Source: an optimization exercise on an open RTL-to-GDS flow (aim: small area, a short achievable clock period and few clock cycles per item). Production flows keep margins and buffers that such runs may drop. Function was checked by simulation only, so behaviour that the tests miss may differ from the original. No activity file was given, so power comes from the tool's default toggle rates.

[design.v]
`default_nettype none
package krt_pkg;
   localparam logic [2:0] FN_INSERT = 3'd0;
   localparam logic [2:0] FN_LIST   = 3'd1;
   localparam logic [2:0] FN_LOOKUP = 3'd2;
   localparam logic [2:0] FN_UPDATE = 3'd3;
   localparam logic [2:0] FN_REMOVE = 3'd4;
   localparam logic [2:0] STS_OK       = 3'd0;
   localparam logic [2:0] STS_FULL     = 3'd1;
   localparam logic [2:0] STS_DUP      = 3'd2;
   localparam logic [2:0] STS_NONPOS   = 3'd3;
   localparam logic [2:0] STS_NOTFOUND = 3'd4;
   localparam logic [2:0] STS_EMPTY    = 3'd5;
   localparam int unsigned OUT_MAX = 16;
   typedef struct packed {
      logic [2:0]         func;
      logic signed [31:0] key;
      logic [15:0]        new_year;
      logic [63:0]        new_title;
      logic [63:0]        new_director;
   } req_type;
   typedef struct packed {
      logic [2:0]         status;
      logic [3:0]         position;
      logic signed [31:0] found_key;
      logic [15:0]        found_year;
      logic [63:0]        found_title;
      logic [63:0]        found_director;
      logic [4:0]         occupancy;
      logic               last;
   } rsp_type;
   typedef struct packed {
      logic signed [31:0] key;
      logic [15:0]        year;
      logic [63:0]        title;
      logic [63:0]        director;
   } rec_type;
   localparam int unsigned REC_W = 32 + 16 + 64 + 64;  
   function automatic rec_type mk_rec(req_type r);
      rec_type v;
      v.key      = r.key;
      v.year     = r.new_year;
      v.title    = r.new_title;
      v.director = r.new_director;
      mk_rec = v;
   endfunction
   function automatic rsp_type mk_rsp(logic [2:0] status, logic [3:0] pos, rec_type rec,
                                      logic [4:0] occ, logic last);
      rsp_type v;
      v.status         = status;
      v.position       = pos;
      v.found_key      = rec.key;
      v.found_year     = rec.year;
      v.found_title    = rec.title;
      v.found_director = rec.director;
      v.occupancy      = occ;
      v.last           = last;
      mk_rsp = v;
   endfunction
endpackage
`default_nettype wire
`default_nettype none
module krt_ram #(
   parameter int unsigned WIDTH = 8,
   parameter int unsigned DEPTH = 16,
   localparam int unsigned AW   = (DEPTH > 1) ? $clog2(DEPTH) : 1
) (
   input  wire logic             clock,
   input  wire logic             wr_en,
   input  wire logic [AW-1:0]    wr_addr,
   input  wire logic [WIDTH-1:0] wr_data,
   input  wire logic [AW-1:0]    rd_addr,
   output logic      [WIDTH-1:0] rd_data
);
   logic [WIDTH-1:0] mem_ff [DEPTH];
   logic [WIDTH-1:0] rd_data_ff;
   always_ff @(posedge clock) begin
      if (wr_en) begin
         mem_ff[wr_addr] <= wr_data;
      end
      rd_data_ff <= mem_ff[rd_addr];
   end
   assign rd_data = rd_data_ff;
endmodule
`default_nettype wire
`default_nettype none
module keyed_record_table_unit #(
   parameter int unsigned TABLE_DEPTH = 16
) (
   input  wire logic             clock,
   input  wire logic             reset,
   input  wire logic             start,
   output logic                  busy,
   input  wire krt_pkg::req_type req_item,
   output logic                  rsp_valid,
   output krt_pkg::rsp_type      rsp_item
);
   localparam int unsigned D  = TABLE_DEPTH;
   localparam int unsigned AW = (D > 1) ? $clog2(D) : 1;
   localparam int unsigned CW = $clog2(D + 1);
   localparam int unsigned RW = krt_pkg::REC_W;
   logic [D-1:0]          vld_ff;
   logic [AW-1:0]         pos_ff [D];
   logic [RW-1:0]         rec_ff [D];    
   logic [CW-1:0]         cnt_ff;
   logic                  lst_ff;
   logic [AW-1:0]         lst_idx_ff;
   logic                  bt_vld_ff;
   logic [2:0]            bt_status_ff;
   logic [3:0]            bt_pos_ff;
   logic [4:0]            bt_occ_ff;
   logic                  bt_last_ff;
   logic [D-1:0]          bt_sel_ff;
   logic                  rsp_vld_ff;
   krt_pkg::rsp_type      rsp_ff;
   logic                  accept;
   krt_pkg::rec_type      req_rec;
   logic                  req_nonpos;
   logic [D-1:0]          hit;
   logic                  any_hit;
   logic [AW-1:0]         hit_pos;
   logic [D-1:0]          free_oh;
   logic                  full, empty;
   logic                  op_ins, op_lst, op_lku, op_upd, op_rem;
   logic                  ins_ok, rem_ok, sel_tab;
   logic                  lst_go, lst_last;
   logic [AW-1:0]         lst_idx;
   logic [D-1:0]          sel;
   logic [D-1:0]          wr;
   krt_pkg::rec_type      tab_rec;
   krt_pkg::rsp_type      rsp_in;
   logic                  rsp_vld_in;
   logic [CW-1:0]         cnt_in;
   assign accept     = start && !busy;
   assign req_rec    = krt_pkg::mk_rec(req_item);
   assign req_nonpos = req_item.key[31] || (req_item.key == '0);
   always_comb begin
      for (int j = 0; j < D; j++) begin
         hit[j] = vld_ff[j] && (req_item.key == rec_ff[j][RW-1 -: 32]);
      end
   end
   assign any_hit = |hit;
   always_comb begin
      hit_pos = '0;
      for (int j = 0; j < D; j++) begin
         hit_pos = hit_pos | (hit[j] ? pos_ff[j] : '0);
      end
   end
   always_comb begin
      logic seen;
      seen    = 1'b0;
      free_oh = '0;
      for (int j = 0; j < D; j++) begin
         free_oh[j] = !vld_ff[j] && !seen;
         seen       = seen || !vld_ff[j];
      end
   end
   assign full  = (cnt_ff == CW'(D));
   assign empty = (cnt_ff == '0);
   assign op_ins = accept && (req_item.func == krt_pkg::FN_INSERT);
   assign op_lst = accept && (req_item.func == krt_pkg::FN_LIST);
   assign op_lku = accept && (req_item.func == krt_pkg::FN_LOOKUP);
   assign op_upd = accept && (req_item.func == krt_pkg::FN_UPDATE);
   assign op_rem = accept && (req_item.func == krt_pkg::FN_REMOVE);
   assign ins_ok  = op_ins && !full && !req_nonpos && !any_hit;
   assign rem_ok  = op_rem && any_hit;
   assign sel_tab = (op_ins && !full) || op_lku || op_rem;
   assign lst_go   = lst_ff || (op_lst && !empty);
   assign lst_idx  = lst_ff ? lst_idx_ff : '0;
   assign lst_last = (CW'(lst_idx) == cnt_ff - CW'(1));
   always_comb begin
      for (int j = 0; j < D; j++) begin
         sel[j] = lst_go ? (vld_ff[j] && (pos_ff[j] == lst_idx))
                         : (((sel_tab || op_upd) && hit[j]) || (ins_ok && free_oh[j]));
         wr[j]  = (op_ins && free_oh[j]) || (op_upd && hit[j]);
      end
   end
   always_comb begin
      tab_rec = '0;
      for (int j = 0; j < D; j++) begin
         tab_rec = tab_rec | (bt_sel_ff[j] ? krt_pkg::rec_type'(rec_ff[j]) : '0);
      end
   end
   always_comb begin
      cnt_in = cnt_ff;
      if (ins_ok) cnt_in = cnt_ff + CW'(1);
      if (rem_ok) cnt_in = cnt_ff - CW'(1);
   end
   always_comb begin
      rsp_vld_in         = 1'b0;
      rsp_in.status      = krt_pkg::STS_OK;
      rsp_in.position    = '0;
      rsp_in.occupancy   = 5'(cnt_in);
      rsp_in.last        = 1'b1;
      if (lst_go) begin
         rsp_vld_in      = 1'b1;
         rsp_in.position = 4'(lst_idx);
         rsp_in.last     = lst_last;
      end else if (accept) begin
         case (req_item.func)
            krt_pkg::FN_INSERT: begin
               rsp_vld_in = 1'b1;
               if (full) begin
                  rsp_in.status = krt_pkg::STS_FULL;
               end else if (req_nonpos) begin
                  rsp_in.status = krt_pkg::STS_NONPOS;
               end else if (any_hit) begin
                  rsp_in.status   = krt_pkg::STS_DUP;
                  rsp_in.position = 4'(hit_pos);
               end else begin
                  rsp_in.position = 4'(cnt_ff);
               end
            end
            krt_pkg::FN_LIST: begin
               rsp_vld_in    = 1'b1;
               rsp_in.status = krt_pkg::STS_EMPTY;
            end
            krt_pkg::FN_LOOKUP, krt_pkg::FN_UPDATE, krt_pkg::FN_REMOVE: begin
               rsp_vld_in = 1'b1;
               if (empty) begin
                  rsp_in.status = krt_pkg::STS_EMPTY;
               end else if (any_hit) begin
                  rsp_in.position = 4'(hit_pos);
               end else begin
                  rsp_in.status = krt_pkg::STS_NOTFOUND;
               end
            end
            default: begin
            end
         endcase
      end
   end
   assign busy = lst_ff;
   always_ff @(posedge clock) begin
      if (reset) begin
         vld_ff     <= '0;
         cnt_ff     <= '0;
         lst_ff     <= 1'b0;
         bt_vld_ff  <= 1'b0;
         rsp_vld_ff <= 1'b0;
      end else begin
         for (int j = 0; j < D; j++) begin
            if (ins_ok && free_oh[j]) begin
               vld_ff[j] <= 1'b1;
            end else if (rem_ok && hit[j]) begin
               vld_ff[j] <= 1'b0;
            end
         end
         cnt_ff     <= cnt_in;
         lst_ff     <= lst_go && !lst_last;
         bt_vld_ff  <= rsp_vld_in;
         rsp_vld_ff <= bt_vld_ff;
      end
      for (int j = 0; j < D; j++) begin
         if (ins_ok && free_oh[j]) begin
            pos_ff[j] <= AW'(cnt_ff);
         end else if (rem_ok && (pos_ff[j] > hit_pos)) begin
            pos_ff[j] <= pos_ff[j] - AW'(1);
         end
         if (wr[j]) begin
            rec_ff[j] <= req_rec;
         end
      end
      lst_idx_ff <= lst_idx + AW'(1);
      bt_status_ff <= rsp_in.status;
      bt_pos_ff    <= rsp_in.position;
      bt_occ_ff    <= rsp_in.occupancy;
      bt_last_ff   <= rsp_in.last;
      bt_sel_ff    <= sel;
      rsp_ff       <= krt_pkg::mk_rsp(bt_status_ff, bt_pos_ff, tab_rec, bt_occ_ff, bt_last_ff);
   end
   assign rsp_valid = rsp_vld_ff;
   assign rsp_item  = rsp_ff;
endmodule
`default_nettype wire
`default_nettype none
module krt_top (
   input  wire logic        clock,
   input  wire logic        reset,
   input  wire logic        start,
   input  wire logic [2:0]  req_func,
   input  wire logic [31:0] req_key,
   input  wire logic [15:0] req_year,
   input  wire logic [63:0] req_title,
   input  wire logic [63:0] req_director,
   output logic             busy,
   output logic             rsp_valid,
   output logic [2:0]       rsp_status,
   output logic [3:0]       rsp_position,
   output logic [31:0]      rsp_key,
   output logic [15:0]      rsp_year,
   output logic [63:0]      rsp_title,
   output logic [63:0]      rsp_director,
   output logic [4:0]       rsp_occupancy,
   output logic             rsp_last
);
   krt_pkg::req_type req;
   krt_pkg::rsp_type rsp;
   assign req.func         = req_func;
   assign req.key          = req_key;
   assign req.new_year     = req_year;
   assign req.new_title    = req_title;
   assign req.new_director = req_director;
   keyed_record_table_unit #(
      .TABLE_DEPTH (16)
   ) u_krt (
      .clock     (clock),
      .reset     (reset),
      .start     (start),
      .busy      (busy),
      .req_item  (req),
      .rsp_valid (rsp_valid),
      .rsp_item  (rsp)
   );
   assign rsp_status    = rsp.status;
   assign rsp_position  = rsp.position;
   assign rsp_key       = rsp.found_key;
   assign rsp_year      = rsp.found_year;
   assign rsp_title     = rsp.found_title;
   assign rsp_director  = rsp.found_director;
   assign rsp_occupancy = rsp.occupancy;
   assign rsp_last      = rsp.last;
endmodule
`default_nettype wire
[run.sh]
#!/bin/bash
# synth_recipe.tcl (not shown) runs the flow's synth.tcl, then flattens the netlist and writes it again
# the make line also repeats each setting of config.mk as NAME=value (left out here)
make -C /OpenROAD-flow-scripts/flow DESIGN_CONFIG=/design/flow/config.mk WORK_HOME=/design/flow/orfs CLKGATE_MAP_FILE= SYNTH_SCRIPT=/design/flow/synth_recipe.tcl finish
[config.mk]
export PLATFORM = sky130hd
export DESIGN_NAME = krt_top
export DESIGN_NICKNAME = krt_top
export VERILOG_FILES = /design/flow/design.v
export SDC_FILE = /design/flow/constraint.sdc
export NUM_CORES = 4
export LEC_CHECK = 0
export CAP_MARGIN = 20
export CORE_MARGIN = 2
export CORE_UTILIZATION = 40
export SLEW_MARGIN = 20
export SYNTH_MEMORY_MAX_BITS = 4096
[constraint.sdc]
create_clock -name core_clock -period 8.0 [get_ports {clock}]
set_input_delay 1.6000 -clock core_clock [delete_from_list [all_inputs] [get_ports {clock}]]
set_output_delay 1.6000 -clock core_clock [all_outputs]
set_load 0.01 [all_outputs]
==> impl_metrics.py, run 1 <==
metrics = {
    "status": {
        "outcome": "timing/DRC/antenna clean",
    },
    "finish": {
        "layout.cells.most_common_list": "edfxtp_1, a22o_1, a221oi_1",
        "fin_area_sq_um": 139000,
        "register_area_sq_um": 91500,
        "multi_input_area_sq_um": 25800,
        "filler_cell_count": 24900,
        "nNetsFinal": 7560,
        "leading_cell_type_in_the_layout_fill_and_taps_excluded": "edfxtp_1",
        "layout-drive-gt1-share": 0.105,
        "synthToLayoutAreaGrowth_pct": 16.9,
    },
    "global_route": {
        "grt_start_max_net_pins": 104,
        "grt_overflow": 0,
        "wire_length_of_the_first_global_routing_pass_um": 608000,
        "antenna_found_initial": 79,
        "grt_use_total": 0.291,
        "grt_pass1_vias": 69700,
    },
    "routing": {
        "detailed_route_vias_per_instance": 6.44,
        "drt-pass1-iter-count": 6,
        "vias": 74300,
        "routedWlPerCell_um": 39.2,
        "route.antenna.remaining_nets": 0,
        "drt-total-wl_um": 452000,
        "initialDrtViolationCount": 10100,
        "drc": 0,
    },
    "power": {
        "switching_share": 0.209,
        "internal-power_mw": 26.9,
        "clkPwrFrac": 0.451,
        "power_density_nw_per_um2": 244,
        "ir_worst_vdd_mv": 0.198,
        "power_switching_mw": 7.11,
        "p_leak_nw": 44.0,
        "report.power.total_mw": 34.1,
        "combPwrFrac": 0.024,
        "pwr-share-seq": 0.525,
    },
    "synth": {
        "yosysUniqueCellTypes": 62,
        "synth.ff_latch_count": 3126,
        "netlist_area_sq_um": 119000,
        "synth-seq-area-share": 0.767,
        "avgSynthCellArea_sq_um": 17.6,
        "synth_enable_flop_cells": 2880,
        "synth_nets": 7054,
        "synth-warning-count": 3,
        "synth_async_sr_flop_share": 0,
        "synthCells": 6789,
        "dominantRegCellSynth": "edfxtp_1",
    },
    "cts": {
        "cts.path.max_buffers": 4,
        "clock-root-buffer": "clkbuf_16",
        "cts_inserted_buffers": 333,
        "cts_hold_buffers": 0,
        "numClockSinks": 3126,
        "clock_insertion_delay_worst_skew_ns": 0.92,
        "tritoncts": "built",
        "cts_setup_buffers": 0,
        "h-tree-depth": 5,
        "clkTransAtPathRegs_ns": 0.06,
        "number_of_resized_instances_in_the_post_cts_repair_step": 0,
    },
    "setup_path": {
        "crit_path_start_kind": "primary input",
        "worst-path-max-fanout": 21,
        "critical_path_class": "primary input to flop",
        "end_kind": "flop",
        "required_ns": 8.49,
        "critical_path_arrival_ns": 6.59,
    },
    "floorplan": {
        "dieHeight_um": 550,
        "fp.dieW_um": 550,
        "floorplan.rows": 200,
        "dieArea_sq_um": 302000,
        "floorplan.initialDensity": 0.402,
        "placeableCoreArea_sq_um": 297000,
        "boundaryPins": 373,
    },
    "timing": {
        "relSlewSlack": 0.0990,
        "final_max_slew_violation_count": 0,
        "clock.fmax_mhz": 164,
        "min_period_over_period": 0.763,
        "setup_viol": 0,
        "finClkSkew_ns": 0.0702,
        "setup_ws_ns": 1.90,
        "timing.final.crit_period_ns": 6.10,
        "finalHoldWorstSlack_ns": 0.325,
        "grt_setup_unrepaired": "no",
        "timing.final.hold_violations": 0,
        "worst_pin_slew_ns": 1.34,
    },
    "placed_design": {
        "hpwl_um": 275000,
        "placed_area_sq_um": 128000,
        "place_congestion": 1.06,
        "port-buffer-count": 372,
        "placement.setup.worst_slack_ns": 1.11,
    },
    "job": {
        "maxCapViolCount": 0,
    },
    "hold_path": {
        "hold_path_class": "flop to flop",
    },
}
## cells by family after synthesis
family / count (synthesis) / synth area share
DFF: 3126 / 0.767
and+or+nand+nor: 810 / 0.0404
AOI/OAI and AO/OA: 1608 / 0.115
xor gates and xnor gates: 605 / 0.0445
muxes: 74 / 0.00627
buffers and inverters: 483 / 0.0184
adders and majority gates: 83 / 0.00871
## area by class of cell
cell class,count,area share
inverters,56,0.00151
clock inverters,156,0.0105
multi-input cells,3180,0.185
repair buffers,598,0.0426
flip-flops and latches,3126,0.657
diodes,28,0.000503
clock buffers,455,0.0675
well taps,3939,0.0354
## power groups by stage
stage	Clock [mW]	Sequential, mW	Combinational [mW]
after detailed placement	0	18.2	0.804
after floorplan	0	18.2	0.272
after global routing	16.1	17.9	0.849
after global placement	0	18.2	0.794
final	15.4	17.9	0.832
after CTS	15.5	17.9	0.806
## state kept, by name (all words and copies together) (netlist names)
| signal | count |
|---|---|
| u_krt.cnt_ff | 5 |
| u_krt.pos_ff | 64 |
| u_krt.rsp_ff | 189 |
| u_krt.lst_idx_ff | 4 |
| u_krt.lst_ff | 1 |
| u_krt.bt_last_ff | 1 |
| u_krt.rec_ff | 2816 |
| u_krt.bt_vld_ff | 1 |
| u_krt.bt_pos_ff | 4 |
| u_krt.bt_sel_ff | 16 |
| u_krt.bt_status_ff | 3 |
| u_krt.bt_occ_ff | 5 |
| u_krt.rsp_vld_ff | 1 |
| u_krt.vld_ff | 16 |
## metrics by stage
step / utilization / TNS, ns / cells
global placement: 0.433 / 0 / 10900
finish: 0.470 / 0 / 11500
detailed placement: 0.433 / 0 / 10900
floorplan: - / -2091.28 / 6789
global route: 0.470 / 0 / 11500
CTS: 0.469 / 0 / 11500
## cell usage after synthesis (58+ instances only)
master       n  area, sq um
nor4_1      92          576
dfxtp_1    246         4920
xnor2_1    464         4060
a22o_1     716         6270
clkbuf_1   325         1220
ha_1        83         1040
xor2_1     141         1230
nand2_1     68          255
o21ai_0     60          300
nor3_1      58          290
a221oi_1   712         6240
nand4_1    359         2250
edfxtp_1  2880        86500
mux2i_1     69          691
## path summary, 6_finish.rpt
path	depth (start not counted)	endpoint	start	slack, ns
setup reg to reg	14	u_krt.pos_ff[13][0]	u_krt.rec_ff[6][145]	2.46
setup / recovery	16	u_krt.pos_ff[13][0]	req_key[3]	1.90
hold reg to reg	0	u_krt.rsp_ff[4]	u_krt.bt_occ_ff[3]	0.33
hold / removal	0	u_krt.rsp_ff[4]	u_krt.bt_occ_ff[3]	0.33
## metal layers
metal | wire length (um) | part of all wire | up-vias | global-route usage
li1 | - | - | 29500 | -
met1 | 180000 | 0.40 | 39200 | 0.399
met2 | 201000 | 0.44 | 4614 | 0.438
met3 | 48700 | 0.11 | 882 | 0.0738
met4 | 22300 | 0.049 | 70 | 0.126
met5 | 437 | 0.00097 | - | 0
## critical path: stages
cell and delay [ns]:
buf_2 0.33, xnor2_1 1.06, nand4_1 0.20, nor4bb_1 0.56, nand4_1 0.17, buf_4 0.23, o22ai_1 0.20, a221oi_1 0.09
and4_1 0.58, ha_1 0.50, nor2b_1 0.13, o21ai_0 0.09, nand2b_1 0.08, a21oi_1 0.06, a41o_1 0.19, o21ai_0 0.44
Testbench counts, summed over its fixed seeds: cycles 13,305, requests 6,400.
==> inputs of run 2 (changes only) <==
--- a/design.v
+++ b/design.v
@@ -103,14 +103,25 @@
    logic [AW-1:0]         pos_ff [D];
    logic [RW-1:0]         rec_ff [D];    
    logic [CW-1:0]         cnt_ff;
+   logic [AW-1:0]         pos [D];
+   logic                  s1_vld_ff;
+   logic [2:0]            s1_func_ff;
+   krt_pkg::rec_type      s1_rec_ff;
+   logic                  s1_nonpos_ff;
+   logic [D-1:0]          s1_hit_ff;    
+   logic                  s1_eqp_ff;    
+   logic [D-1:0]          ins_ff;       
    logic                  lst_ff;
+   logic                  busy_ff;       
    logic [AW-1:0]         lst_idx_ff;
    logic                  bt_vld_ff;
    logic [2:0]            bt_status_ff;
    logic [3:0]            bt_pos_ff;
    logic [4:0]            bt_occ_ff;
    logic                  bt_last_ff;
-   logic [D-1:0]          bt_sel_ff;
+   logic [D-1:0]          bt_sel_ff;     
+   logic [D-1:0]          bt_new_ff;     
+   logic                  bt_hit_ff;     
    logic                  rsp_vld_ff;
    krt_pkg::rsp_type      rsp_ff;
    logic                  accept;
@@ -120,48 +131,68 @@
    logic                  any_hit;
    logic [AW-1:0]         hit_pos;
    logic [D-1:0]          free_oh;
+   logic [D-1:0]          free_ff;
+   logic [D-1:0]          free_nxt;
    logic                  full, empty;
    logic                  op_ins, op_lst, op_lku, op_upd, op_rem;
    logic                  ins_ok, rem_ok, sel_tab;
    logic                  lst_go, lst_last;
    logic [AW-1:0]         lst_idx;
    logic [D-1:0]          sel;
+   logic [D-1:0]          nsel;
+   logic [D-1:0]          rd_sel;
    logic [D-1:0]          wr;
    krt_pkg::rec_type      tab_rec;
    krt_pkg::rsp_type      rsp_in;
    logic                  rsp_vld_in;
    logic [CW-1:0]         cnt_in;
-   assign accept     = start && !busy;
-   assign req_rec    = krt_pkg::mk_rec(req_item);
-   assign req_nonpos = req_item.key[31] || (req_item.key == '0);
+   logic [CW-1:0]         cnt_inc, cnt_dec;
+   logic                  cnt_gt1;       
+   logic [D-1:0]          hit0;
+   logic                  eqp0;
+   assign accept = start && !busy;
    always_comb begin
       for (int j = 0; j < D; j++) begin
-         hit[j] = vld_ff[j] && (req_item.key == rec_ff[j][RW-1 -: 32]);
+         hit0[j] = (req_item.key == rec_ff[j][RW-1 -: 32]);
+      end
+   end
+   assign eqp0 = (req_item.key == s1_rec_ff.key);
+   assign req_rec    = s1_rec_ff;
+   assign req_nonpos = s1_nonpos_ff;
+   always_comb begin
+      for (int j = 0; j < D; j++) begin
+         hit[j] = vld_ff[j] && (ins_ff[j] ? s1_eqp_ff : s1_hit_ff[j]);
       end
    end
    assign any_hit = |hit;
    always_comb begin
+      for (int j = 0; j < D; j++) begin
+         pos[j] = pos_ff[j];
+      end
+   end
+   always_comb begin
       hit_pos = '0;
       for (int j = 0; j < D; j++) begin
-         hit_pos = hit_pos | (hit[j] ? pos_ff[j] : '0);
+         hit_pos = hit_pos | (hit[j] ? pos[j] : '0);
       end
    end
    always_comb begin
       logic seen;
-      seen    = 1'b0;
-      free_oh = '0;
+      seen     = 1'b0;
+      free_nxt = '0;
       for (int j = 0; j < D; j++) begin
-         free_oh[j] = !vld_ff[j] && !seen;
-         seen       = seen || !vld_ff[j];
+         free_nxt[j] = !vld_ff[j] && !free_ff[j] && !seen;
+         seen        = seen || (!vld_ff[j] && !free_ff[j]);
       end
    end
+   assign free_oh = free_ff;
    assign full  = (cnt_ff == CW'(D));
    assign empty = (cnt_ff == '0);
-   assign op_ins = accept && (req_item.func == krt_pkg::FN_INSERT);
-   assign op_lst = accept && (req_item.func == krt_pkg::FN_LIST);
-   assign op_lku = accept && (req_item.func == krt_pkg::FN_LOOKUP);
-   assign op_upd = accept && (req_item.func == krt_pkg::FN_UPDATE);
-   assign op_rem = accept && (req_item.func == krt_pkg::FN_REMOVE);
+   assign op_ins = s1_vld_ff && (s1_func_ff == krt_pkg::FN_INSERT);
+   assign op_lst = s1_vld_ff && (s1_func_ff == krt_pkg::FN_LIST);
+   assign op_lku = s1_vld_ff && (s1_func_ff == krt_pkg::FN_LOOKUP);
+   assign op_upd = s1_vld_ff && (s1_func_ff == krt_pkg::FN_UPDATE);
+   assign op_rem = s1_vld_ff && (s1_func_ff == krt_pkg::FN_REMOVE);
    assign ins_ok  = op_ins && !full && !req_nonpos && !any_hit;
    assign rem_ok  = op_rem && any_hit;
    assign sel_tab = (op_ins && !full) || op_lku || op_rem;
@@ -170,22 +201,22 @@
    assign lst_last = (CW'(lst_idx) == cnt_ff - CW'(1));
    always_comb begin
       for (int j = 0; j < D; j++) begin
-         sel[j] = lst_go ? (vld_ff[j] && (pos_ff[j] == lst_idx))
-                         : (((sel_tab || op_upd) && hit[j]) || (ins_ok && free_oh[j]));
+         sel[j] = lst_go ? (vld_ff[j] && (pos[j] == lst_idx)) : ((sel_tab || op_upd) && hit[j]);
+         nsel[j] = !lst_go && op_ins && !full && !req_nonpos && free_oh[j];
          wr[j]  = (op_ins && free_oh[j]) || (op_upd && hit[j]);
       end
    end
+   assign rd_sel = bt_sel_ff | (bt_hit_ff ? '0 : bt_new_ff);
    always_comb begin
       tab_rec = '0;
       for (int j = 0; j < D; j++) begin
-         tab_rec = tab_rec | (bt_sel_ff[j] ? krt_pkg::rec_type'(rec_ff[j]) : '0);
+         tab_rec = tab_rec | (rd_sel[j] ? krt_pkg::rec_type'(rec_ff[j]) : '0);
       end
    end
-   always_comb begin
-      cnt_in = cnt_ff;
-      if (ins_ok) cnt_in = cnt_ff + CW'(1);
-      if (rem_ok) cnt_in = cnt_ff - CW'(1);
-   end
+   assign cnt_inc = cnt_ff + CW'(1);
+   assign cnt_dec = cnt_ff - CW'(1);
+   assign cnt_in  = ins_ok ? cnt_inc : (rem_ok ? cnt_dec : cnt_ff);
+   assign cnt_gt1 = ins_ok ? (cnt_ff >= CW'(1)) : (rem_ok ? (cnt_ff >= CW'(3)) : (cnt_ff >= CW'(2)));
    always_comb begin
       rsp_vld_in         = 1'b0;
       rsp_in.status      = krt_pkg::STS_OK;
@@ -196,8 +227,8 @@
          rsp_vld_in      = 1'b1;
          rsp_in.position = 4'(lst_idx);
          rsp_in.last     = lst_last;
-      end else if (accept) begin
-         case (req_item.func)
+      end else if (s1_vld_ff) begin
+         case (s1_func_ff)
             krt_pkg::FN_INSERT: begin
                rsp_vld_in = 1'b1;
                if (full) begin
@@ -230,11 +261,15 @@
          endcase
       end
    end
-   assign busy = lst_ff;
+   assign busy = busy_ff;
    always_ff @(posedge clock) begin
       if (reset) begin
          vld_ff     <= '0;
+         free_ff    <= D'(1);
          cnt_ff     <= '0;
+         s1_vld_ff  <= 1'b0;
+         ins_ff     <= '0;
+         busy_ff    <= 1'b0;
          lst_ff     <= 1'b0;
          bt_vld_ff  <= 1'b0;
          rsp_vld_ff <= 1'b0;
@@ -246,13 +281,25 @@
                vld_ff[j] <= 1'b0;
             end
          end
+         if (ins_ok) begin
+            free_ff <= free_nxt;
+         end else if (rem_ok && full) begin
+            free_ff <= hit;
+         end
          cnt_ff     <= cnt_in;
+         s1_vld_ff  <= accept;
+         if (lst_go && !lst_last) begin
+            busy_ff <= (CW'(lst_idx) + CW'(1) != cnt_dec);
+         end else begin
+            busy_ff <= accept && (req_item.func == krt_pkg::FN_LIST) && cnt_gt1;
+         end
+         ins_ff     <= ins_ok ? free_oh : '0;
          lst_ff     <= lst_go && !lst_last;
          bt_vld_ff  <= rsp_vld_in;
          rsp_vld_ff <= bt_vld_ff;
       end
       for (int j = 0; j < D; j++) begin
-         if (ins_ok && free_oh[j]) begin
+         if (op_ins && free_oh[j]) begin
             pos_ff[j] <= AW'(cnt_ff);
          end else if (rem_ok && (pos_ff[j] > hit_pos)) begin
             pos_ff[j] <= pos_ff[j] - AW'(1);
@@ -262,11 +309,18 @@
          end
       end
       lst_idx_ff <= lst_idx + AW'(1);
+      s1_func_ff   <= req_item.func;
+      s1_rec_ff    <= krt_pkg::mk_rec(req_item);
+      s1_nonpos_ff <= req_item.key[31] || (req_item.key == '0);
+      s1_hit_ff    <= hit0;
+      s1_eqp_ff    <= eqp0;
       bt_status_ff <= rsp_in.status;
       bt_pos_ff    <= rsp_in.position;
       bt_occ_ff    <= rsp_in.occupancy;
       bt_last_ff   <= rsp_in.last;
       bt_sel_ff    <= sel;
+      bt_new_ff    <= nsel;
+      bt_hit_ff    <= any_hit;
       rsp_ff       <= krt_pkg::mk_rsp(bt_status_ff, bt_pos_ff, tab_rec, bt_occ_ff, bt_last_ff);
    end
    assign rsp_valid = rsp_vld_ff;
--- a/config.mk
+++ b/config.mk
@@ -7,6 +7,9 @@
 export LEC_CHECK = 0
 export CAP_MARGIN = 20
 export CORE_MARGIN = 2
-export CORE_UTILIZATION = 40
+export CORE_UTILIZATION = 55
+export CTS_CLUSTER_DIAMETER = 70
+export CTS_CLUSTER_SIZE = 20
+export SETUP_SLACK_MARGIN = 4.8
 export SLEW_MARGIN = 20
 export SYNTH_MEMORY_MAX_BITS = 4096
==> impl_metrics.py, run 2 <==
metrics = {
    "finish": {
        "top_regs": "u_krt.rec_ff x2816, u_krt.rsp_ff x189, u_krt.s1_rec_ff x176",
        "fin_cells": 10700,
        "synthToLayoutAreaGrowth_pct": 12.8,
        "nNetsFinal": 7735,
        "most_flop_heavy_register": "u_krt.rec_ff",
        "layout.cells.most_common_list": "edfxtp_1, a221oi_1, a22o_1",
        "leading_cell_type_in_the_layout_fill_and_taps_excluded": "edfxtp_1",
        "largest_register_ff_count": 2816,
        "layout-drive-gt1-share": 0.0959,
    },
    "synth": {
        "synthCells": 7106,
        "avgSynthCellArea_sq_um": 17.4,
        "synth_enable_flop_cells": 2880,
        "dominantRegCellSynth": "edfxtp_1",
        "synth-warning-count": 4,
        "ys_top_cells_by_count": "edfxtp_1, a221oi_1, a22o_1",
        "yosysUniqueCellTypes": 63,
        "synth.ff_latch_count": 3374,
        "synth_async_sr_flop_share": 0,
        "netlist_area_sq_um": 124000,
        "synth_top_area_cell": "edfxtp_1",
        "yosysMostFrequentCell": "edfxtp_1",
        "synth_top_area_frac": 0.699,
        "synth_nets": 7357,
        "synth-seq-area-share": 0.779,
        "synth_top_cells_by_area": "edfxtp_1, dfxtp_1, a221oi_1, a22o_1, xor2_1",
    },
    "cts": {
        "clkTransAtPathRegs_ns": 0.08,
        "cts_inserted_buffers": 200,
        "clock-root-buffer": "clkbuf_16",
        "tritoncts": "built",
        "numClockSinks": 3374,
        "cts.path.max_buffers": 3,
        "h-tree-depth": 4,
        "clock_insertion_delay_worst_skew_ns": 0.88,
    },
    "floorplan": {
        "dieHeight_um": 478,
        "placeableCoreArea_sq_um": 224000,
        "boundaryPins": 373,
        "fp.dieW_um": 478,
        "floorplan.initialDensity": 0.552,
        "floorplan.rows": 174,
        "dieArea_sq_um": 229000,
    },
    "timing": {
        "finalHoldWorstSlack_ns": 0.331,
        "grt_setup_unrepaired": "yes",
        "fin_setup_tns_ns": 0,
        "finClkSkew_ns": 0.0347,
        "min_period_over_period": 0.416,
        "final_max_slew_violation_count": 0,
        "setup_viol": 0,
        "relSlewSlack": 0.206,
        "timing.final.hold_violations": 0,
        "timing.final.crit_period_ns": 3.33,
        "worst_pin_slew_ns": 1.19,
        "clock.fmax_mhz": 301,
    },
    "setup_path": {
        "end_kind": "flop",
        "crit-reg2reg-capture": "u_krt.rec_ff[11][110]",
        "critical_path_class": "primary input to flop",
        "timing.critical_path.slowest_cell_delay_ns": 0.71,
        "crit_path_start_kind": "primary input",
        "critical_path_arrival_ns": 4.06,
        "timing.reg2reg.worst_path_depth": 6,
        "worst-r2r-setup-slack_ns": 4.76,
        "critPathSlowestCell": "nor4_2",
        "critical_path_cell_by_cell": "clkdlybuf4s50_1 > buf_4 > xor2_1 > nor4_2 > nand4_1 > nor2_1",
        "worst_r2r_startpoint": "u_krt.s1_vld_ff",
        "required_ns": 8.73,
        "worst-path-max-fanout": 19,
    },
    "routing": {
        "drt-pass1-iter-count": 5,
        "detailed_route_vias_per_instance": 6.92,
        "vias": 73700,
        "drt-total-wl_um": 429000,
        "route.antenna.remaining_nets": 0,
        "initialDrtViolationCount": 10800,
        "routedWlPerCell_um": 40.2,
        "drc": 0,
    },
    "global_route": {
        "groute.layer.met3.usage": 0.0726,
        "wire_length_of_the_first_global_routing_pass_um": 579000,
        "grt_pass1_vias": 69200,
        "busiest_layer": "met2",
        "grt_use_total": 0.364,
        "grt.met2_usage": 0.552,
        "antenna_found_initial": 31,
        "grt_overflow": 0,
        "met1_usage": 0.521,
        "grt_start_max_net_pins": 107,
    },
    "power": {
        "power_density_nw_per_um2": 220,
        "ir_worst_vdd_mv": 0.227,
        "p_leak_nw": 45.7,
    },
    "job": {
        "maxCapViolCount": 0,
    },
    "status": {
        "outcome": "timing/DRC/antenna clean",
    },
    "hold_path": {
        "min_path_cells": 0,
        "min-delay-start": "u_krt.bt_occ_ff[2]",
        "hold_path_class": "flop to flop",
        "min_delay_worst_endpoint": "u_krt.rsp_ff[3]",
    },
    "placed_design": {
        "post-place-cells": 10200,
        "port-buffer-count": 372,
        "place_congestion": 0.982,
        "hpwl_um": 227000,
    },
}
## run 2: critical path, delay by kind of cell
| family | cells | cell delay [ns] |
|---|---|---|
| and+or+nand+nor | 3 | 1.29 |
| buffers and inverters | 2 | 0.82 |
| xor gates and xnor gates | 1 | 0.30 |
## run 2: final cells by class
class | instances | area, sq um
Antenna cell | 10 | 25.0
Clock buffer | 334 | 5710
Clock inverter | 41 | 517
Fill cell | 16300 | 84600
Inverter | 56 | 214
Multi-Input combinational cell | 3241 | 26500
Sequential cell | 3374 | 96400
Tap cell | 2992 | 3740
Timing Repair Buffer | 611 | 6460
## run 2: stage by stage
stage           util  power [mW]  setup WS (ns)  area (sq um)
6_report       0.623        30.7           4.67        140000
5_1_grt        0.623        31.4           4.73        140000
4_1_cts        0.619        30.7           4.64        139000
3_5_place_dp   0.586        20.2           3.52        131000
3_3_place_gp   0.585        20.2           3.44        131000
2_1_floorplan      -        19.8           3.29        124000
## run 2: cells by family (layout without fill, tap and decap cells)
group | after synthesis | in the layout | synth area share
AOI/OAI and AO/OA | 1723 | 1736 | 0.116
xor gates and xnor gates | 672 | 672 | 0.0476
adders and majority gates | 85 | 85 | 0.00827
buffers and inverters | 505 | 1042 | 0.0157
DFF | 3374 | 3374 | 0.779
muxes | 21 | 21 | 0.00193
other | 0 | 10 | 0
and+or+nand+nor | 726 | 727 | 0.0324
## run 2: per-layer routing
layer,vias to the layer above,part of all wire
met5,-,0.00053
met4,34,0.048
met3,839,0.099
met2,4438,0.45
met1,38600,0.40
li1,29800,-
## run 2: repair_timing
action                                  CTS  global route
setup endpoints to repair              2228           964
pin swaps                                11            36
buffers inserted                         22            39
hold buffers                              0             0
cloned                                   20             9
endpoints found under the hold margin     0             0
resized for setup                       447           117
## run 2: where the power goes
group	total (mW)	switching, mW	internal [mW]
Combinational	0.525	0.351	0.174
Clock	10.8	5.84	5.00
Sequential	19.3	0.209	19.1
## run 2: how the worst max path moves through the flow
stage | from | depth (start not counted) | slack [ns] | endpoint
floorplan | u_krt.s1_func_ff[2] | 5 | 3.29 | u_krt.rec_ff[6][0]
global placement | req_key[16] | 6 | 3.44 | u_krt.s1_hit_ff[11]
detailed placement | req_key[17] | 6 | 3.52 | u_krt.s1_hit_ff[6]
CTS | u_krt.bt_hit_ff | 7 | 4.64 | u_krt.rsp_ff[167]
global route | u_krt.s1_vld_ff | 6 | 4.73 | u_krt.rec_ff[11][144]
finish | req_key[10] | 6 | 4.67 | u_krt.s1_hit_ff[4]
Testbench counts of run 2, summed over its fixed seeds: cycles 13,313, requests 6,400.
==> inputs of run 3 (changes only) <==
--- a/config.mk
+++ b/config.mk
@@ -7,9 +7,9 @@
 export LEC_CHECK = 0
 export CAP_MARGIN = 20
 export CORE_MARGIN = 2
-export CORE_UTILIZATION = 55
+export CORE_UTILIZATION = 65
 export CTS_CLUSTER_DIAMETER = 70
 export CTS_CLUSTER_SIZE = 20
-export SETUP_SLACK_MARGIN = 4.8
+export SETUP_SLACK_MARGIN = 5.0
 export SLEW_MARGIN = 20
 export SYNTH_MEMORY_MAX_BITS = 4096
==> impl_metrics.py, run 3 <==
metrics = {
    "setup_path": {
        "worst-r2r-setup-slack_ns": 4.85,
        "end_kind": "flop",
        "worst_r2r_startpoint": "u_krt.s1_eqp_ff",
        "worst_setup_path_startpoint": "req_key[23]",
        "critical_path_cell_by_cell": "clkdlybuf4s50_1 > buf_4 > xor2_1 > nor4_1 > nand4_1 > nor2_1",
        "critPathSlowestCell": "nor4_1",
        "crit_path_start_kind": "primary input",
        "required_ns": 8.79,
        "worst-path-max-fanout": 19,
        "critical_path_arrival_ns": 3.95,
        "critical_path_class": "primary input to flop",
        "timing.critical_path.slowest_cell_delay_ns": 0.68,
    },
    "routing": {
        "route.antenna.remaining_nets": 0,
        "initialDrtViolationCount": 12500,
        "vias": 75200,
        "drc": 0,
        "routedWlPerCell_um": 39.3,
        "drt-total-wl_um": 400000,
        "drt-pass1-iter-count": 6,
        "detailed_route_vias_per_instance": 7.40,
    },
    "finish": {
        "layout.cells.most_common_list": "edfxtp_1, a221oi_1, a22o_1",
        "multi_input_area_sq_um": 26700,
        "register_area_sq_um": 96600,
        "top_regs": "u_krt.rec_ff x2816, u_krt.rsp_ff x189, u_krt.s1_rec_ff x176",
        "layout-drive-gt1-share": 0.127,
        "filler_cell_count": 11400,
        "most_flop_heavy_register": "u_krt.rec_ff",
        "leading_cell_type_in_the_layout_fill_and_taps_excluded": "edfxtp_1",
        "synthToLayoutAreaGrowth_pct": 12.5,
        "largest_register_ff_count": 2816,
        "nNetsFinal": 7722,
    },
    "synth": {
        "synth_async_sr_flop_share": 0,
        "yosys-mux-area-fraction": 0.00193,
        "ys_top_cells_by_count": "edfxtp_1, a221oi_1, a22o_1",
        "synth_top_family_by_area": "compound AO/OA/AOI/OAI gates",
        "fraction_of_the_mapped_netlist_area_in_compound_gates": 0.116,
        "synth_top_area_frac": 0.699,
        "yosysUniqueCellTypes": 63,
        "synth_top_area_cell": "edfxtp_1",
        "dominantRegCellSynth": "edfxtp_1",
        "synth.ff_latch_count": 3374,
        "synthSimpleGateAreaFrac": 0.0324,
        "synthCells": 7106,
        "synth_xor_area_frac": 0.0476,
        "synth-warning-count": 4,
        "avgSynthCellArea_sq_um": 17.4,
        "synth_adder_area_share": 0.00827,
        "yosysMostFrequentCell": "edfxtp_1",
        "netlist_area_sq_um": 124000,
        "synth_top_cells_by_area": "edfxtp_1, dfxtp_1, a221oi_1, a22o_1, xor2_1",
        "synth_nets": 7357,
        "synth_enable_flop_cells": 2880,
        "synth-seq-area-share": 0.779,
    },
    "timing": {
        "final_max_slew_violation_count": 0,
        "min_period_over_period": 0.396,
        "timing.final.crit_period_ns": 3.17,
        "worst_pin_slew_ns": 1.16,
        "grt_setup_unrepaired": "yes",
        "clock.fmax_mhz": 316,
        "fin_setup_tns_ns": 0,
        "finalHoldWorstSlack_ns": 0.331,
        "setup_viol": 0,
        "relSlewSlack": 0.226,
        "timing.final.hold_violations": 0,
        "finClkSkew_ns": 0.0369,
    },
    "placed_design": {
        "place_congestion": 1.05,
        "hpwl_um": 204000,
        "port-buffer-count": 372,
    },
    "global_route": {
        "grt_overflow": 0,
        "antenna_found_initial": 28,
        "grt_use_total": 0.399,
        "wire_length_of_the_first_global_routing_pass_um": 541000,
        "grt_start_max_net_pins": 121,
        "grt_pass1_vias": 70400,
    },
    "floorplan": {
        "boundaryPins": 373,
        "placeableCoreArea_sq_um": 190000,
        "floorplan.rows": 160,
        "floorplan.initialDensity": 0.653,
        "fp.dieW_um": 440,
        "dieHeight_um": 440,
        "dieArea_sq_um": 194000,
    },
    "power": {
        "combPwrFrac": 0.017,
        "power_switching_mw": 6.20,
        "switching_share": 0.204,
        "clkPwrFrac": 0.349,
        "p_leak_nw": 45.5,
        "pwr-share-seq": 0.634,
        "power_density_nw_per_um2": 218,
        "internal-power_mw": 24.2,
        "ir_worst_vdd_mv": 0.260,
    },
    "cts": {
        "cts.path.max_buffers": 3,
        "clkTransAtPathRegs_ns": 0.08,
        "h-tree-depth": 4,
        "numClockSinks": 3374,
        "clock_insertion_delay_worst_skew_ns": 0.89,
        "tritoncts": "built",
        "cts_hold_buffers": 0,
        "clock-root-buffer": "clkbuf_16",
        "cts_inserted_buffers": 195,
    },
    "hold_path": {
        "hold_path_class": "flop to flop",
        "min-delay-start": "u_krt.bt_occ_ff[3]",
    },
    "job": {
        "maxCapViolCount": 0,
    },
    "status": {
        "outcome": "timing/DRC/antenna clean",
    },
}
[run 3: cell count changes in the layout (fill, tap and decap cells not counted), moves of 22 or more]
cell,delta
dfxtp_4,+24
buf_6,+63
buf_2,+107
dlygate4sd2_1,-150
dfxtp_1,-47
clkdlybuf4s15_2,-22
dfxtp_2,+23
[run 3: critical path, delay by kind of cell]
kind / cells / cell delay (ns)
and+or+nand+nor: 3 / 1.34
buffers and inverters: 2 / 0.84
xor gates and xnor gates: 1 / 0.12
[run 3: power by group through the flow]
stage / clock [mW] / combinational (mW) / sequential (mW)
CTS: 10.6 / 0.487 / 19.3
detailed placement: 0 / 0.477 / 19.7
floorplan: 0 / 0.194 / 19.6
finish: 10.6 / 0.513 / 19.3
global route: 11.2 / 0.515 / 19.3
global placement: 0 / 0.478 / 19.7
[run 3: logic make-up after synthesis]
kind of cell / Yosys count
AO/OA/AOI/OAI: 1723
buffers and inverters: 505
flip-flops: 3374
AND/OR/NAND/NOR: 726
XOR/XNOR: 672
multiplexers: 21
adder cells (fa/ha/maj): 85
[run 3: layout make-up]
cell class              instances  area share
well taps                    2511      0.0226
repair buffers                612      0.0467
clock inverters                36     0.00389
multi-input cells            3232       0.192
flip-flops and latches       3374       0.693
clock buffers                 332      0.0397
diodes                         15    0.000270
inverters                      56     0.00154
[run 3: worst paths after layout]
kind,end,cells past startpoint
min reg2reg,u_krt.rsp_ff[4],0
max,u_krt.s1_hit_ff[6],6
min,u_krt.rsp_ff[4],0
max reg2reg,u_krt.pos_ff[15][2],14
[run 3: per-stage QoR]
| step | worst slack [ns] | area [sq um] | total power [mW] | cells | util |
|---|---|---|---|---|---|
| 2_1_floorplan | 3.29 | 124000 | 19.8 | 7106 | - |
| 3_3_place_gp | 3.54 | 131000 | 20.2 | 9679 | 0.689 |
| 3_5_place_dp | 3.71 | 131000 | 20.2 | 9684 | 0.689 |
| 4_1_cts | 4.85 | 138000 | 30.4 | 10100 | 0.730 |
| 5_1_grt | 4.72 | 139000 | 31.0 | 10200 | 0.734 |
| 6_report | 4.83 | 139000 | 30.4 | 10200 | 0.734 |
[run 3: metal layers]
layer / global-route usage / wire, um / up-vias
met5: 0 / 144 / -
met4: 0.200 / 24300 / 22
met3: 0.0777 / 50500 / 1044
met2: 0.606 / 181000 / 6028
met1: 0.560 / 144000 / 38400
li1: - / - / 29700
[run 3: repair_timing]
action,CTS,global route
pin swaps,23,44
endpoints found under the setup margin,2351,1208
hold endpoints to repair,0,0
resized for setup,1209,119
gates cloned,20,10
buffers inserted,51,20
==> inputs of run 4 (changes only) <==
--- a/config.mk
+++ b/config.mk
@@ -7,7 +7,7 @@
 export LEC_CHECK = 0
 export CAP_MARGIN = 20
 export CORE_MARGIN = 2
-export CORE_UTILIZATION = 65
+export CORE_UTILIZATION = 75
 export CTS_CLUSTER_DIAMETER = 70
 export CTS_CLUSTER_SIZE = 20
 export SETUP_SLACK_MARGIN = 5.0
==> impl_metrics.py, run 4 <==
metrics = {
    "routing": {
        "detailed_route_vias_per_instance": 9.15,
        "routedWlPerCell_um": 53.1,
        "route.antenna.remaining_nets": 0,
        "initialDrtViolationCount": 24000,
        "drt-total-wl_um": 524000,
        "drt-pass1-iter-count": 11,
        "drc": 0,
        "vias": 90400,
    },
    "global_route": {
        "grt_start_max_net_pins": 111,
        "busiest_layer": "met2",
        "grt_pass1_vias": 80900,
        "grt_overflow": 0,
        "wire_length_of_the_first_global_routing_pass_um": 641000,
        "antenna_found_initial": 58,
        "grt.met2_usage": 0.802,
        "grt_use_total": 0.555,
        "met1_usage": 0.681,
        "groute.layer.met3.usage": 0.206,
    },
    "cts": {
        "numClockSinks": 3374,
        "tritoncts": "built",
        "clock_insertion_delay_worst_skew_ns": 0.95,
        "cts_hold_buffers": 0,
        "clock-root-buffer": "clkbuf_16",
        "cts_inserted_buffers": 195,
        "clkTransAtPathRegs_ns": 0.09,
        "h-tree-depth": 4,
        "cts.path.max_buffers": 3,
    },
    "timing": {
        "timing.final.hold_violations": 0,
        "fin_setup_tns_ns": 0,
        "relSlewSlack": 0.0356,
        "grt_setup_unrepaired": "yes",
        "clock.fmax_mhz": 254,
        "setup_ws_ns": 4.07,
        "final_max_slew_violation_count": 0,
        "finClkSkew_ns": 0.0739,
        "worst_pin_slew_ns": 1.45,
        "min_period_over_period": 0.492,
        "setup_viol": 0,
        "timing.final.crit_period_ns": 3.93,
    },
    "floorplan": {
        "placeableCoreArea_sq_um": 164000,
        "boundaryPins": 373,
        "floorplan.initialDensity": 0.753,
        "dieHeight_um": 410,
        "fp.dieW_um": 410,
        "dieArea_sq_um": 168000,
        "floorplan.rows": 149,
    },
    "finish": {
        "most_flop_heavy_register": "u_krt.rec_ff",
        "largest_register_ff_count": 2816,
        "layout.cells.most_common_list": "edfxtp_1, a22o_1, a221oi_1",
        "register_area_sq_um": 96600,
        "leading_cell_type_in_the_layout_fill_and_taps_excluded": "edfxtp_1",
        "top_regs": "u_krt.rec_ff x2816, u_krt.rsp_ff x189, u_krt.s1_rec_ff x176",
        "synthToLayoutAreaGrowth_pct": 12.5,
        "multi_input_area_sq_um": 27000,
        "layout-drive-gt1-share": 0.132,
        "filler_cell_count": 6360,
        "nNetsFinal": 7726,
    },
    "placed_design": {
        "port-buffer-count": 372,
        "place_congestion": 1.10,
        "hpwl_um": 211000,
        "placement.setup.worst_slack_ns": 3.50,
    },
    "power": {
        "switching_share": 0.227,
        "clkPwrFrac": 0.362,
        "ir_worst_vdd_mv": 0.325,
        "p_leak_nw": 45.6,
        "power_density_nw_per_um2": 224,
        "internal-power_mw": 24.1,
        "combPwrFrac": 0.017,
        "pwr-share-seq": 0.621,
        "power_switching_mw": 7.09,
    },
    "setup_path": {
        "critical_path_arrival_ns": 4.62,
        "crit_path_start_kind": "flop",
        "critical_path_class": "flop to flop",
        "worst-r2r-setup-slack_ns": 4.07,
        "timing.reg2reg.worst_path_depth": 7,
        "end_kind": "flop",
        "worst-path-max-fanout": 49,
        "required_ns": 8.69,
        "worst_r2r_startpoint": "u_krt.bt_hit_ff",
        "crit-reg2reg-capture": "u_krt.rsp_ff[114]",
    },
    "synth": {
        "synth_top_cells_by_area": "edfxtp_1, dfxtp_1, a221oi_1, a22o_1, xor2_1",
        "synth_top_family_by_area": "compound AO/OA/AOI/OAI gates",
        "synthCells": 7106,
        "synth_enable_flop_cells": 2880,
        "synth.ff_latch_count": 3374,
        "yosys-mux-area-fraction": 0.00193,
        "synth_top_area_cell": "edfxtp_1",
        "netlist_area_sq_um": 124000,
        "fraction_of_the_mapped_netlist_area_in_compound_gates": 0.116,
        "synth_async_sr_flop_share": 0,
        "yosysUniqueCellTypes": 63,
        "dominantRegCellSynth": "edfxtp_1",
        "synthSimpleGateAreaFrac": 0.0324,
        "synth-warning-count": 4,
        "avgSynthCellArea_sq_um": 17.4,
        "yosysMostFrequentCell": "edfxtp_1",
        "synth_top_area_frac": 0.699,
        "synth_nets": 7357,
        "synth_xor_area_frac": 0.0476,
        "synth-seq-area-share": 0.779,
        "synth_adder_area_share": 0.00827,
        "ys_top_cells_by_count": "edfxtp_1, a221oi_1, a22o_1",
    },
    "hold_path": {
        "hold_path_class": "flop to flop",
        "min_path_cells": 0,
        "min_delay_worst_endpoint": "u_krt.rsp_ff[3]",
        "min-delay-start": "u_krt.bt_occ_ff[2]",
    },
    "status": {
        "outcome": "timing/DRC/antenna clean",
    },
    "job": {
        "maxCapViolCount": 0,
    },
}
## run 4: power by group through the flow
stage | clock, mW | sequential, mW | combinational, mW
5_1_grt | 11.4 | 19.4 | 0.518
6_report | 11.3 | 19.4 | 0.527
3_5_place_dp | 0 | 19.7 | 0.464
2_1_floorplan | 0 | 19.6 | 0.194
4_1_cts | 10.5 | 19.3 | 0.479
3_3_place_gp | 0 | 19.7 | 0.465
## run 4: area by class of cell
class,instances,area share
antenna,43,0.000773
inverter,56,0.00159
clock buffer,331,0.0395
clock inverter,32,0.00252
timing repair buffer,602,0.0486
multi-input combinational,3246,0.194
sequential,3374,0.694
tap,2189,0.0197
## run 4: layer usage
layer  wire length, um  up-vias  share of wire
met5               478        -        0.00091
met4             69700       47           0.13
met3            105000     4847           0.20
met2            209000    14400           0.40
met1            139000    41300           0.27
li1                  -    29800              -
## run 4: worst max-delay path: stages (launching register included)
cell and delay [ns]:
dfxtp_1 0.37, clkinvlp_4 0.20, buf_4 0.25, a21o_4 0.45, buf_4 0.54, a22o_1 0.42, a221oi_1 1.12, nand4_1 0.32
## run 4: repair_timing
| item | 4_1_cts | 5_1_grt |
|---|---|---|
| pin swaps | 32 | 41 |
| resized for setup | 1303 | 140 |
| hold endpoints to repair | 0 | 0 |
| buffers inserted | 28 | 32 |
| cloned | 30 | 19 |
| setup endpoints to repair | 2270 | 1808 |
## run 4: how the worst max path moves through the flow
stage / startpoint / endpoint / slack (ns) / cells after the start
after floorplan: u_krt.s1_func_ff[2] / u_krt.rec_ff[6][0] / 3.29 / 5
after global placement: req_key[21] / u_krt.s1_hit_ff[7] / 3.50 / 6
after detailed placement: req_key[21] / u_krt.s1_hit_ff[7] / 3.50 / 6
after CTS: u_krt.s1_eqp_ff / u_krt.pos_ff[4][3] / 4.89 / 10
after global routing: u_krt.bt_hit_ff / u_krt.rsp_ff[114] / 4.40 / 7
final: u_krt.bt_hit_ff / u_krt.rsp_ff[114] / 4.07 / 7
## run 4: cell families (layout without fill, tap and decap cells)
logic type / count (synthesis) / after routing
simple gates: 726 / 727
mux: 21 / 21
fa+ha+maj: 85 / 85
flops: 3374 / 3374
other cells: 0 / 43
buf+inv: 505 / 1021
xor+xnor: 672 / 672
compound gates: 1723 / 1741
## run 4: through the flow
step | hold WS [ns] | utilization | total power [mW] | instances | instance area [sq um]
after floorplan | 0.310 | - | 19.8 | 7106 | 124000
after global placement | 0.310 | 0.791 | 20.1 | 9354 | 130000
after detailed placement | 0.313 | 0.792 | 20.2 | 9357 | 130000
after CTS | 0.331 | 0.839 | 30.3 | 9778 | 138000
after global routing | 0.339 | 0.846 | 31.3 | 9847 | 139000
final | 0.331 | 0.847 | 31.2 | 9873 | 139000
==> inputs of run 5 (changes only) <==
--- a/design.v
+++ b/design.v
@@ -299,11 +299,8 @@
          rsp_vld_ff <= bt_vld_ff;
       end
       for (int j = 0; j < D; j++) begin
-         if (op_ins && free_oh[j]) begin
-            pos_ff[j] <= AW'(cnt_ff);
-         end else if (rem_ok && (pos_ff[j] > hit_pos)) begin
-            pos_ff[j] <= pos_ff[j] - AW'(1);
-         end
+         pos_ff[j] <= (op_ins && free_oh[j]) ? AW'(cnt_ff)
+                                             : pos_ff[j] - AW'(rem_ok && (pos_ff[j] > hit_pos));
          if (wr[j]) begin
             rec_ff[j] <= req_rec;
          end
--- a/config.mk
+++ b/config.mk
@@ -7,7 +7,7 @@
 export LEC_CHECK = 0
 export CAP_MARGIN = 20
 export CORE_MARGIN = 2
-export CORE_UTILIZATION = 75
+export CORE_UTILIZATION = 65
 export CTS_CLUSTER_DIAMETER = 70
 export CTS_CLUSTER_SIZE = 20
 export SETUP_SLACK_MARGIN = 5.0
==> impl_metrics.py, run 5 <==
metrics = {
    "cts": {
        "clkTransAtPathRegs_ns": 0.08,
        "clock-root-buffer": "clkbuf_16",
        "cts_hold_buffers": 0,
        "h-tree-depth": 4,
        "cts_inserted_buffers": 197,
        "clock_insertion_delay_worst_skew_ns": 0.88,
        "numClockSinks": 3374,
        "cts.path.max_buffers": 3,
        "tritoncts": "built",
    },
    "routing": {
        "drt-total-wl_um": 411000,
        "vias": 75500,
        "routedWlPerCell_um": 40.4,
        "drc": 0,
        "route.antenna.remaining_nets": 0,
        "detailed_route_vias_per_instance": 7.42,
        "drt-pass1-iter-count": 6,
        "initialDrtViolationCount": 13200,
    },
    "floorplan": {
        "dieHeight_um": 439,
        "floorplan.initialDensity": 0.656,
        "placeableCoreArea_sq_um": 188000,
        "fp.dieW_um": 439,
        "boundaryPins": 373,
        "dieArea_sq_um": 193000,
        "floorplan.rows": 159,
    },
    "synth": {
        "synth_nets": 7409,
        "yosysMostFrequentCell": "edfxtp_1",
        "synthCells": 7142,
        "synth_top_cells_by_area": "edfxtp_1, dfxtp_1, a221oi_1, a22o_1, xor2_1",
        "netlist_area_sq_um": 123000,
        "avgSynthCellArea_sq_um": 17.3,
        "synth_xor_area_frac": 0.0477,
        "yosys-mux-area-fraction": 0.00172,
        "synthSimpleGateAreaFrac": 0.0344,
        "fraction_of_the_mapped_netlist_area_in_compound_gates": 0.114,
        "synth_top_area_frac": 0.686,
        "yosysUniqueCellTypes": 56,
        "synth_top_area_cell": "edfxtp_1",
        "synth-warning-count": 4,
        "synth_async_sr_flop_share": 0,
        "synth-seq-area-share": 0.777,
        "ys_top_cells_by_count": "edfxtp_1, a221oi_1, a22o_1",
        "synth.ff_latch_count": 3374,
        "synth_enable_flop_cells": 2816,
        "dominantRegCellSynth": "edfxtp_1",
        "synth_adder_area_share": 0.00993,
        "synth_top_family_by_area": "compound AO/OA/AOI/OAI gates",
    },
    "setup_path": {
        "end_kind": "flop",
        "critical_path_class": "flop to flop",
        "cp_num_buf_inv": 3,
        "critPathSlowestCell": "or4_4",
        "critical_path_arrival_ns": 4.40,
        "timing.critical_path.slowest_cell_delay_ns": 0.66,
        "critical_path_cell_by_cell": "buf_12 > mux2_4 > and2_4 > a22oi_2 > o221ai_2 > or4_4 > buf_12 > ha_4 > inv_1 > a21o_1 > maj3_2 > a21oi_1 > nor3_1 > ha_2 > ha_4 > xnor2_2 > a21oi_2",
        "worst-path-max-fanout": 7,
        "crit_path_start_kind": "flop",
        "critical-path-top-delay-family": "simple AND/OR/NAND/NOR gates",
        "required_ns": 8.76,
    },
    "timing": {
        "timing.final.hold_violations": 0,
        "finClkSkew_ns": 0.0354,
        "final_max_slew_violation_count": 0,
        "min_period_over_period": 0.456,
        "worst_pin_slew_ns": 1.27,
        "clock.fmax_mhz": 274,
        "grt_setup_unrepaired": "yes",
        "timing.final.crit_period_ns": 3.64,
        "setup_viol": 0,
        "relSlewSlack": 0.152,
        "finalHoldWorstSlack_ns": 0.330,
        "fin_setup_tns_ns": 0,
    },
    "global_route": {
        "grt_pass1_vias": 70300,
        "antenna_found_initial": 35,
        "grt_start_max_net_pins": 124,
        "grt_use_total": 0.408,
        "grt_overflow": 0,
        "wire_length_of_the_first_global_routing_pass_um": 548000,
    },
    "finish": {
        "layout-drive-gt1-share": 0.139,
        "top_regs": "u_krt.rec_ff x2816, u_krt.rsp_ff x189, u_krt.s1_rec_ff x176",
        "most_flop_heavy_register": "u_krt.rec_ff",
        "leading_cell_type_in_the_layout_fill_and_taps_excluded": "edfxtp_1",
        "multi_input_area_sq_um": 27600,
        "fin_area_sq_um": 139000,
        "filler_cell_count": 11100,
        "layout.cells.most_common_list": "edfxtp_1, a221oi_1, a22o_1",
        "nNetsFinal": 7762,
        "fin_cells": 10200,
        "largest_register_ff_count": 2816,
        "synthToLayoutAreaGrowth_pct": 13.1,
        "register_area_sq_um": 95900,
    },
    "power": {
        "power_density_nw_per_um2": 219,
        "p_leak_nw": 45.9,
        "ir_worst_vdd_mv": 0.366,
    },
    "hold_path": {
        "hold_path_class": "flop to flop",
    },
    "placed_design": {
        "place_congestion": 1.07,
        "hpwl_um": 210000,
        "post-place-cells": 9689,
        "placed_area_sq_um": 130000,
        "port-buffer-count": 372,
    },
    "status": {
        "outcome": "timing/DRC/antenna clean",
    },
    "job": {
        "maxCapViolCount": 0,
    },
}
## run 5: final timing paths
kind | startpoint | endpoint | slack, ns | cells past startpoint
worst max register to register | u_krt.s1_eqp_ff | u_krt.pos_ff[5][2] | 4.36 | 17
worst min register to register | u_krt.bt_pos_ff[1] | u_krt.rsp_ff[183] | 0.33 | 0
worst max-delay path | u_krt.s1_eqp_ff | u_krt.pos_ff[5][2] | 4.36 | 17
worst min-delay path | u_krt.bt_pos_ff[1] | u_krt.rsp_ff[183] | 0.33 | 0
## run 5: power by group
group	switching (mW)	internal [mW]
clock	5.65	4.87
sequential	0.248	19.1
combinational	0.398	0.230
## run 5: layout make-up
type	count	area share
Clock inverter	36	0.00295
Timing Repair Buffer	598	0.0468
Inverter	59	0.00163
Antenna cell	18	0.000323
Multi-Input combinational cell	3265	0.198
Clock buffer	329	0.0400
Tap cell	2495	0.0224
Sequential cell	3374	0.688
## run 5: logic make-up after synthesis
family | Yosys count
DFF | 3374
AOI/OAI and AO/OA | 1685
and+or+nand+nor | 780
xor gates and xnor gates | 671
buffers and inverters | 512
adders and majority gates | 101
muxes | 19
## run 5: worst register-to-register path: cells and delay by family, from the launching register on
family | cells | cell delay, ns
compound gates | 5 | 0.57
fa+ha+maj | 4 | 0.73
flops | 1 | 0.38
mux | 1 | 0.28
xor+xnor | 1 | 0.12
buf+inv | 3 | 0.37
simple gates | 3 | 1.05
## run 5: stage by stage
stage	power, mW	setup WS [ns]	utilization
after floorplan	19.9	3.68	-
after global placement	20.3	3.27	0.692
after detailed placement	20.3	3.40	0.692
after CTS	30.4	4.48	0.736
after global routing	31.1	4.25	0.741
final	30.5	4.36	0.741
## run 5: what timing repair did
action | CTS | global route
pin swaps | 78 | 100
gates resized for setup | 1263 | 159
setup buffers | 55 | 11
endpoints found under the setup margin | 2196 | 1040
cloned | 23 | 13
## run 5: routing by layer
layer / GRT usage / wire length, um / vias to the layer above
met5: 0 / 255 / -
met4: 0.214 / 25800 / 30
met3: 0.0880 / 53100 / 1094
met2: 0.617 / 186000 / 6401
met1: 0.565 / 146000 / 38200
li1: - / - / 29700
Testbench counts of run 5, summed over its fixed seeds: cycles 13,313, requests 6,400.

separate check: timing with driven ports:
The results above use ideal ports. As a check the final layouts listed here were re-extracted and re-timed, cells and wires unchanged.
Step 1 sets driving cells, clkbuf_16 on the clock port and buf_2 on the other inputs (assumed; they add their load-dependent delay and slew).
Step 2 adds t to the input delays and takes it off the output delays; t is the mean of the earliest and latest rising clock arrival at the registers after step 1. Input paths then give back, and output paths get back, about the clock's delay inside the block.
Slacks: no drivers / after step 1 / after step 2; pairs: no drivers / after step 1.
run | t (ns) | setup slack, ns | worst setup path at the end | worst data-port slew with drivers (ns)
run 1 | 0.989 | 1.900 / 1.927 / 0.938 | input to register | 0.21
run 2 | 0.959 | 4.672 / 4.746 / 3.787 | input to register | 0.20
run 3 | 0.970 | 4.832 / 4.852 / 3.932 | input to register | 0.22
run 4 | 1.022 | 4.066 / 4.066 / 3.778 | input to register | 0.37
run 5 | 0.968 | 4.356 / 4.356 / 3.910 | input to register | 0.17
After both steps every run listed still meets setup and hold. For run 1, which loses most, drivers alone change the setup slack by +0.027 ns; drivers and shift together by -0.962 ns.
